Context: an optimization exercise on an open-source flow, tuned for small area. The choices shown serve that exercise and are no tape-out recipe.
Only the layout flow was run in this run; the RTL was not checked for function there.
Power and IR drop assume default switching activity.

[design/flow/run.sh]
#!/bin/bash
# synth_recipe.tcl (not shown) runs the flow's synth.tcl, then flattens the netlist and writes it again
# the make line also repeats each setting of config.mk as NAME=value (left out here)
make -C /OpenROAD-flow-scripts/flow DESIGN_CONFIG=/design/flow/config.mk WORK_HOME=/design/flow/orfs CLKGATE_MAP_FILE= SYNTH_SCRIPT=/design/flow/synth_recipe.tcl finish
[design/flow/config.mk]
export PLATFORM = sky130hd
export DESIGN_NAME = pe_dot_accum_4xpack
export DESIGN_NICKNAME = pe_dot_accum_4xpack
export VERILOG_FILES = /design/flow/design.v
export SDC_FILE = /design/flow/constraint.sdc
export NUM_CORES = 4
export LEC_CHECK = 0
export CAP_MARGIN = 20
export CORE_MARGIN = 2
export CORE_UTILIZATION = 40
export SLEW_MARGIN = 20
export SYNTH_HIERARCHICAL = 1
export SYNTH_MINIMUM_KEEP_SIZE = 0
[design/flow/constraint.sdc]
create_clock -name core_clock -period 4.5 [get_ports {clock}]
set_input_delay 0.9000 -clock core_clock [delete_from_list [all_inputs] [get_ports {clock}]]
set_output_delay 0.9000 -clock core_clock [all_outputs]
set_load 0.01 [all_outputs]
[design/flow/design.v]
module pe_dot_lane (
    input  logic [71:0] p,
    output logic [11:0] dot
);
    wire t1 = p[0] ^ p[8];
    wire t2 = p[1] ^ p[8];
    wire t3 = p[2] ^ p[8];
    wire t4 = p[3] ^ p[8];
    wire t5 = p[4] ^ p[8];
    wire t6 = p[5] ^ p[8];
    wire t7 = p[6] ^ p[8];
    wire t8 = p[7] ^ p[8];
    wire t9 = p[9] ^ p[17];
    wire t10 = p[10] ^ p[17];
    wire t11 = p[11] ^ p[17];
    wire t12 = p[12] ^ p[17];
    wire t13 = p[13] ^ p[17];
    wire t14 = p[14] ^ p[17];
    wire t15 = p[15] ^ p[17];
    wire t16 = p[16] ^ p[17];
    wire t17 = p[18] ^ p[26];
    wire t18 = p[19] ^ p[26];
    wire t19 = p[20] ^ p[26];
    wire t20 = p[21] ^ p[26];
    wire t21 = p[22] ^ p[26];
    wire t22 = p[23] ^ p[26];
    wire t23 = p[24] ^ p[26];
    wire t24 = p[25] ^ p[26];
    wire t25 = p[27] ^ p[35];
    wire t26 = p[28] ^ p[35];
    wire t27 = p[29] ^ p[35];
    wire t28 = p[30] ^ p[35];
    wire t29 = p[31] ^ p[35];
    wire t30 = p[32] ^ p[35];
    wire t31 = p[33] ^ p[35];
    wire t32 = p[34] ^ p[35];
    wire t33 = p[36] ^ p[44];
    wire t34 = p[37] ^ p[44];
    wire t35 = p[38] ^ p[44];
    wire t36 = p[39] ^ p[44];
    wire t37 = p[40] ^ p[44];
    wire t38 = p[41] ^ p[44];
    wire t39 = p[42] ^ p[44];
    wire t40 = p[43] ^ p[44];
    wire t41 = p[45] ^ p[53];
    wire t42 = p[46] ^ p[53];
    wire t43 = p[47] ^ p[53];
    wire t44 = p[48] ^ p[53];
    wire t45 = p[49] ^ p[53];
    wire t46 = p[50] ^ p[53];
    wire t47 = p[51] ^ p[53];
    wire t48 = p[52] ^ p[53];
    wire t49 = p[54] ^ p[62];
    wire t50 = p[55] ^ p[62];
    wire t51 = p[56] ^ p[62];
    wire t52 = p[57] ^ p[62];
    wire t53 = p[58] ^ p[62];
    wire t54 = p[59] ^ p[62];
    wire t55 = p[60] ^ p[62];
    wire t56 = p[61] ^ p[62];
    wire t57 = p[63] ^ p[71];
    wire t58 = p[64] ^ p[71];
    wire t59 = p[65] ^ p[71];
    wire t60 = p[66] ^ p[71];
    wire t61 = p[67] ^ p[71];
    wire t62 = p[68] ^ p[71];
    wire t63 = p[69] ^ p[71];
    wire t64 = p[70] ^ p[71];
    wire t65, t66;
    pe_fa u_t65 (.a(p[8]), .b(p[17]), .c(p[26]), .s(t65), .co(t66));
    wire t67, t68;
    pe_fa u_t67 (.a(p[35]), .b(p[44]), .c(p[53]), .s(t67), .co(t68));
    wire t69, t70;
    pe_fa u_t69 (.a(p[62]), .b(p[71]), .c(t65), .s(t69), .co(t70));
    wire t71, t72;
    pe_ha u_t71 (.a(t67), .b(t69), .s(t71), .co(t72));
    wire t73, t74;
    pe_fa u_t73 (.a(t66), .b(t68), .c(t70), .s(t73), .co(t74));
    wire t75, t76;
    pe_ha u_t75 (.a(t72), .b(t73), .s(t75), .co(t76));
    wire t77, t78;
    pe_ha u_t77 (.a(t74), .b(t76), .s(t77), .co(t78));
    wire t79 = t75 ^ t71;
    wire t80 = t77 ^ (t75 | t71);
    wire t81 = t78 ^ (t77 | t75 | t71);
    wire t82, t83;
    pe_fa u_t82 (.a(t1), .b(t9), .c(t17), .s(t82), .co(t83));
    wire t84, t85;
    pe_fa u_t84 (.a(t25), .b(t33), .c(t41), .s(t84), .co(t85));
    wire t86, t87;
    pe_fa u_t86 (.a(t49), .b(t57), .c(t82), .s(t86), .co(t87));
    wire t88, t89;
    pe_ha u_t88 (.a(t84), .b(t86), .s(t88), .co(t89));
    wire t90, t91;
    pe_fa u_t90 (.a(t2), .b(t10), .c(t18), .s(t90), .co(t91));
    wire t92, t93;
    pe_fa u_t92 (.a(t26), .b(t34), .c(t42), .s(t92), .co(t93));
    wire t94, t95;
    pe_fa u_t94 (.a(t50), .b(t58), .c(t83), .s(t94), .co(t95));
    wire t96, t97;
    pe_fa u_t96 (.a(t85), .b(t90), .c(t92), .s(t96), .co(t97));
    wire t98, t99;
    pe_fa u_t98 (.a(t94), .b(t87), .c(t96), .s(t98), .co(t99));
    wire t100, t101;
    pe_ha u_t100 (.a(t89), .b(t98), .s(t100), .co(t101));
    wire t102, t103;
    pe_fa u_t102 (.a(t3), .b(t11), .c(t19), .s(t102), .co(t103));
    wire t104, t105;
    pe_fa u_t104 (.a(t27), .b(t35), .c(t43), .s(t104), .co(t105));
    wire t106, t107;
    pe_fa u_t106 (.a(t51), .b(t59), .c(t91), .s(t106), .co(t107));
    wire t108, t109;
    pe_fa u_t108 (.a(t93), .b(t102), .c(t104), .s(t108), .co(t109));
    wire t110, t111;
    pe_fa u_t110 (.a(t95), .b(t106), .c(t97), .s(t110), .co(t111));
    wire t112, t113;
    pe_fa u_t112 (.a(t108), .b(t99), .c(t110), .s(t112), .co(t113));
    wire t114, t115;
    pe_ha u_t114 (.a(t101), .b(t77), .s(t114), .co(t115));
    wire t116, t117;
    pe_fa u_t116 (.a(t4), .b(t12), .c(t20), .s(t116), .co(t117));
    wire t118, t119;
    pe_fa u_t118 (.a(t28), .b(t36), .c(t44), .s(t118), .co(t119));
    wire t120, t121;
    pe_fa u_t120 (.a(t52), .b(t60), .c(t103), .s(t120), .co(t121));
    wire t122, t123;
    pe_fa u_t122 (.a(t105), .b(t116), .c(t118), .s(t122), .co(t123));
    wire t124, t125;
    pe_fa u_t124 (.a(t107), .b(t120), .c(t109), .s(t124), .co(t125));
    wire t126, t127;
    pe_fa u_t126 (.a(t122), .b(t111), .c(t124), .s(t126), .co(t127));
    wire t128, t129;
    pe_fa u_t128 (.a(t78), .b(t113), .c(t126), .s(t128), .co(t129));
    wire t130, t131;
    pe_fa u_t130 (.a(t5), .b(t13), .c(t21), .s(t130), .co(t131));
    wire t132, t133;
    pe_fa u_t132 (.a(t29), .b(t37), .c(t45), .s(t132), .co(t133));
    wire t134, t135;
    pe_fa u_t134 (.a(t53), .b(t61), .c(t117), .s(t134), .co(t135));
    wire t136, t137;
    pe_fa u_t136 (.a(t119), .b(t130), .c(t132), .s(t136), .co(t137));
    wire t138, t139;
    pe_fa u_t138 (.a(t121), .b(t134), .c(t123), .s(t138), .co(t139));
    wire t140, t141;
    pe_fa u_t140 (.a(t136), .b(t125), .c(t138), .s(t140), .co(t141));
    wire t142, t143;
    pe_ha u_t142 (.a(t127), .b(t140), .s(t142), .co(t143));
    wire t144, t145;
    pe_fa u_t144 (.a(t6), .b(t14), .c(t22), .s(t144), .co(t145));
    wire t146, t147;
    pe_fa u_t146 (.a(t30), .b(t38), .c(t46), .s(t146), .co(t147));
    wire t148, t149;
    pe_fa u_t148 (.a(t54), .b(t62), .c(t131), .s(t148), .co(t149));
    wire t150, t151;
    pe_fa u_t150 (.a(t133), .b(t144), .c(t146), .s(t150), .co(t151));
    wire t152, t153;
    pe_fa u_t152 (.a(t135), .b(t148), .c(t137), .s(t152), .co(t153));
    wire t154, t155;
    pe_fa u_t154 (.a(t150), .b(t139), .c(t152), .s(t154), .co(t155));
    wire t156, t157;
    pe_ha u_t156 (.a(t141), .b(t154), .s(t156), .co(t157));
    wire t158, t159;
    pe_fa u_t158 (.a(t7), .b(t15), .c(t23), .s(t158), .co(t159));
    wire t160, t161;
    pe_fa u_t160 (.a(t31), .b(t39), .c(t47), .s(t160), .co(t161));
    wire t162, t163;
    pe_fa u_t162 (.a(t55), .b(t63), .c(t145), .s(t162), .co(t163));
    wire t164, t165;
    pe_fa u_t164 (.a(t147), .b(t158), .c(t160), .s(t164), .co(t165));
    wire t166, t167;
    pe_fa u_t166 (.a(t149), .b(t162), .c(t151), .s(t166), .co(t167));
    wire t168, t169;
    pe_fa u_t168 (.a(t164), .b(t153), .c(t166), .s(t168), .co(t169));
    wire t170, t171;
    pe_ha u_t170 (.a(t155), .b(t168), .s(t170), .co(t171));
    wire t172, t173;
    pe_fa u_t172 (.a(t8), .b(t16), .c(t24), .s(t172), .co(t173));
    wire t174, t175;
    pe_fa u_t174 (.a(t32), .b(t40), .c(t48), .s(t174), .co(t175));
    wire t176, t177;
    pe_fa u_t176 (.a(t56), .b(t64), .c(t159), .s(t176), .co(t177));
    wire t178, t179;
    pe_fa u_t178 (.a(t161), .b(t172), .c(t174), .s(t178), .co(t179));
    wire t180, t181;
    pe_fa u_t180 (.a(t163), .b(t176), .c(t165), .s(t180), .co(t181));
    wire t182, t183;
    pe_fa u_t182 (.a(t178), .b(t167), .c(t180), .s(t182), .co(t183));
    wire t184, t185;
    pe_ha u_t184 (.a(t169), .b(t182), .s(t184), .co(t185));
    wire t186, t187;
    pe_fa u_t186 (.a(t173), .b(t175), .c(t177), .s(t186), .co(t187));
    wire t188, t189;
    pe_fa u_t188 (.a(t179), .b(t71), .c(t181), .s(t188), .co(t189));
    wire t190, t191;
    pe_fa u_t190 (.a(t186), .b(t183), .c(t188), .s(t190), .co(t191));
    wire t192, t193;
    pe_fa u_t192 (.a(t187), .b(t189), .c(t79), .s(t192), .co(t193));
    assign dot = {t81, t80, t191, t185, t171, t157, t143, t129, t115, t112, t75, t71} + {1'b0, t193, t192, t190, t184, t170, t156, t142, t128, t114, t100, t88};
endmodule
module pe_dot_accum_4xpack #(
    parameter int DOT_SIZE          = 8,
    parameter int MULT_OUTPUT_WIDTH = 9,
    parameter int MULT_LATENCY      = 3,
    parameter int ACCUM_WIDTH       = 12
) (
    input  logic                                                   clock,
    input  logic                                                   reset,
    input  logic                                                   i_valid,
    input  logic                                                   i_first,
    input  logic                                                   i_last,
    input  logic [1:0][1:0][DOT_SIZE-1:0][MULT_OUTPUT_WIDTH-1:0] i_mult_output,
    input  logic                                                   i_ready,
    output logic                                                   o_valid,
    output logic [1:0][1:0][ACCUM_WIDTH-1:0]                       o_result,
    output logic                                                   o_overflow
);
    logic [3:0] r_v, r_f, r_l;
    logic       r_ld, r_empty;
    always_ff @(posedge clock) begin
        r_f <= {r_f[2:0], i_first};
        r_l <= {r_l[2:0], i_last};
        if (reset) begin
            r_v  <= '0;
            r_ld <= 1'b0;
        end else begin
            r_v  <= {r_v[2:0], i_valid};
            r_ld <= r_v[3] & r_l[3];
        end
    end
    always_ff @(posedge clock) begin
        if (reset)
            r_empty <= 1'b1;
        else if (r_v[3])
            r_empty <= 1'b0;
    end
    logic w_start;
    assign w_start = r_f[3] | r_empty;
    logic [3:0][11:0] w_dot, r_dot;
    logic [3:0][12:0] r_acc;
    logic [3:0][11:0] w_res;
    for (genvar n = 0; n < 4; n++) begin : g_lane
        logic w_clip;
        pe_dot_lane u_dot (.p(i_mult_output[n/2][n%2]), .dot(w_dot[n]));
        always_ff @(posedge clock)
            r_dot[n] <= w_dot[n];
        assign w_clip = r_acc[n][12] ^ r_acc[n][11];
        always_ff @(posedge clock)
            if (r_v[3] && (w_start || !w_clip))
                r_acc[n] <= (w_start ? 13'd0 : r_acc[n]) + {r_dot[n][11], r_dot[n]};
        assign w_res[n] = w_clip ? {r_acc[n][12], {11{~r_acc[n][12]}}} : r_acc[n][11:0];
    end
    always_ff @(posedge clock) begin
        if (!o_valid || i_ready)
            o_result <= w_res;
        if (reset) begin
            o_valid    <= 1'b0;
            o_overflow <= 1'b0;
        end else if (r_ld) begin
            if (o_valid && !i_ready)
                o_overflow <= 1'b1;
            else
                o_valid <= 1'b1;
        end else if (i_ready) begin
            o_valid <= 1'b0;
        end
    end
endmodule
module pe_fa (
    input  logic a, b, c,
    output logic s, co
);
    assign s  = a ^ b ^ c;
    assign co = (a & b) | (a & c) | (b & c);
endmodule
module pe_ha (
    input  logic a, b,
    output logic s, co
);
    assign s  = a ^ b;
    assign co = a & b;
endmodule
==> run summary <==
Status: finished with violations
Violated checks: negative setup slack
Critical path type: in2reg
Period utilization: 100%
Max Clock Skew: 0.0116 ns
Vias per inst: 4.86
Ant diodes: 0
DR vias: 11800
Clock Tree Root: clkbuf_16
Worst-Margin Slew: 0.856 ns
H-tree depth: 4
Startpoint types: input port
Final Hold Viols: 0
Max Fanout on Critical Path: 6
DIE WIDTH: 208 microns
Worst Hold Class: reg2reg
Commonest non-fill, non-tap cells in the layout: clkdlybuf4s50_1 (183), xor2_1 (164), buf_4 (141), fa_1 (125), ha_1 (115)
FFs w/ async S/R, synth: 0%
Clk Latency, worst-skew pair: 0.43 ns
First-pass GRT wire length: 65500 microns
Warnings, synthesis: 7
Hold slack final: 0.324 ns
WL final: 39900 microns
Grt ovf: 0
Peak VDD IR: 0.808 mV
Arrival time worst endpoint: 4.87 ns
Leakage: 10.2 nW
Clk slew on worst S/H paths: 0.07 ns
Clock Sink Count: 164
Initial DRC count: 494
Distinct cell type count after synthesis: 51
CTS Buffer Depth: 2
Vias in the first global route: 13000
Post-DR wirelength/cell: 16.4 microns
WP data required: 4.87 ns
Worst setup EP type: flip-flop
Share of cells above drive strength 1: 28.1%
Post-Syn Area per Cell: 11.8 sq um
RSZ-0062 raised after global routing: yes
Finish-stage setup viols: 1
Synthesis-stage register bit count: 164
CORE AREA: 41000 sq um
Initial Utilization: 40.8%
Max Cap Viol: 0
Fillers: 3442
Synth Cell Area: 16700 sq um
Pre-CTS WS: -1.02 ns
Seq/Total Area, Yosys: 25.6%
Buffers on Ports: 343
Final net count: 2547
Drt drc: 0
Pin count of the biggest net entering global routing: 49
Post-Syn Instances: 1421
Cell row count: 74
Slew Limit Fails: 0
CTS tree: built
Final HPWL DP: 33400 microns
Syn Nets: 2079
EDFF count, synth: 100
FMAX: 222 MHz
Die ar.: 43500 sq um
Most used DFF post-synth: edfxtp_1
Remaining antenna violation count: 0
Flop2flop setup slack: 1.39 ns
CTS buffer count: 17
Die H: 208 microns
GPL Wtd Cong: 0.904
Pwr Density: 1020 nW/um^2
Initial antenna violation count: 1
Min setup slack post-route: -0.00793 ns
All-Layer GR Usage: 18.7%
Area Growth Syn to Fin: 43.7%
Ports: 344
Relative slew margins: 42.9%
1st-pass router iterations: 5
Commonest non-fill, non-tap cell in the layout: clkdlybuf4s50_1
Fin crit period: 4.51 ns
[cell usage after synthesis (28+ instances only)]
master,instances,share of area (%)
edfxtp_1,100,18
fa_1,220,26
clkbuf_1,51,1.1
xor2_1,279,15
ha_1,144,11
xnor2_1,61,3.2
nand2_1,28,0.63
dfxtp_1,64,7.7
nor2_1,59,1.3
nor3_1,38,1.1
and2_1,51,1.9
a21oi_1,58,1.7
a21o_1,64,2.9
[worst max-delay path: stages]
cell and delay, ns:
buf_2 0.18, buf_6 0.17, xor2_1 0.22, fa_1 0.46
fa_2 0.38, fa_1 0.50, fa_1 0.57, ha_4 0.22
ha_4 0.25, and2_1 0.16, a2111oi_4 0.40, a21oi_2 0.15
a41oi_2 0.17, xnor2_1 0.13
[worst paths after layout]
path / startpoint / to / depth (start not counted)
worst min register to register: r_l[2] / r_l[3] / 0
worst max register to register: r_empty / r_acc[9] / 10
worst max-delay path: i_mult_output[197] / r_dot[35] / 14
worst min-delay path: r_l[2] / r_l[3] / 0
[modules after synthesis (local to each module, per instance)]
module               cells inside  flops+latches
pe_dot_accum_4xpack           625            164
pe_ha                           1              0
pe_fa                           1              0
pe_dot_lane                   136              0
[cell families after synthesis]
kind of cell	count (synthesis)	share of synthesized area (%)
adder cells (fa/ha/maj)	364	37.1
XOR/XNOR	340	17.8
AND/OR/NAND/NOR	246	7.65
AO/OA/AOI/OAI	230	10.0
flip-flops	164	25.6
buffers and inverters	75	1.68
multiplexers	2	0.120
[state kept, by name, summed over array words and instances (netlist names)]
register / flops
o_valid: 1
r_empty: 1
r_acc: 52
o_overflow: 1
r_ld: 1
r_f: 4
r_l: 4
r_v: 4
r_dot: 48
o_result: 48
[area by class of cell]
| cell class | instances | area (sq um) | area share (%) |
|---|---|---|---|
| sequential | 164 | 4280 | 17.8 |
| multi-input combinational | 1182 | 13800 | 57.3 |
| timing repair buffer | 502 | 4630 | 19.3 |
| inverter | 22 | 83.8 | 0.349 |
| clock buffer | 17 | 425 | 1.77 |
| clock inverter | 15 | 184 | 0.765 |
| tap | 532 | 666 | 2.77 |
[through the flow]
stage	utilization (%)	setup TNS, ns	power (mW)	std cells	instance area (sq um)
2_1_floorplan	-	-4.85	14.5	1421	17400
3_3_place_gp	53.7	-26.06	20.3	2385	22000
3_5_place_dp	53.7	-27.46	20.5	2386	22000
4_1_cts	56.6	-0.0117	23.1	2427	23200
5_1_grt	58.6	-0.474	27.0	2434	24000
6_report	58.6	-0.00793	24.5	2434	24000
[power by group]
| group | leakage (nW) | internal [mW] | total (mW) | switching (mW) |
|---|---|---|---|---|
| Clock | 0.297 | 0.757 | 1.47 | 0.709 |
| Sequential | 1.53 | 2.22 | 2.34 | 0.116 |
| Combinational | 8.34 | 11.6 | 20.7 | 9.14 |
| Total | 10.2 | 14.5 | 24.5 | 9.97 |
[per-layer routing]
| metal | vias to the layer above | part of all wire, % | global-route usage [%] |
|---|---|---|---|
| li1 | 5727 | - | - |
| met1 | 5819 | 43 | 24.9 |
| met2 | 249 | 52 | 32.9 |
| met3 | 29 | 4.0 | 2.49 |
| met4 | 2 | 1.1 | 3.27 |
| met5 | - | 0.033 | 0 |
[timing repair]
action                                 4_1_cts  5_1_grt
pin swaps                                  174      121
gates resized for setup                    448      175
hold buffers                                 0        0
setup buffers                                9        6
setup endpoints to repair                   28       22
endpoints found under the hold margin        0        0

afterwards: timing with drivers on the ports:
The flow's constraints put no driver on any port. The routed layout listed below was extracted and timed again, unchanged, in two steps. Step 1 (the two cells are an assumption about what drives the block):
set clk [get_ports {clock}]
set_driving_cell -lib_cell sky130_fd_sc_hd__clkbuf_16 $clk
set_driving_cell -lib_cell sky130_fd_sc_hd__buf_2 [delete_from_list [all_inputs] $clk]
Step 2 adds t to the input delays and takes it off the output delays; t is the mean of the earliest and latest rising clock arrival at the registers after step 1. Input paths then give back, and output paths get back, about the clock's delay inside the block. Three values: ideal, step 1, step 2; two values: the first two.
t, ns: 0.475
setup slack, ns: -0.008 / 0.013 / -0.461
worst setup path at the end: input to register
worst slew at a driven data input, ns: 0.08
pins driven straight from the clock port: 1
For this run, drivers alone change the setup slack by +0.021 ns; drivers and shift together by -0.453 ns.
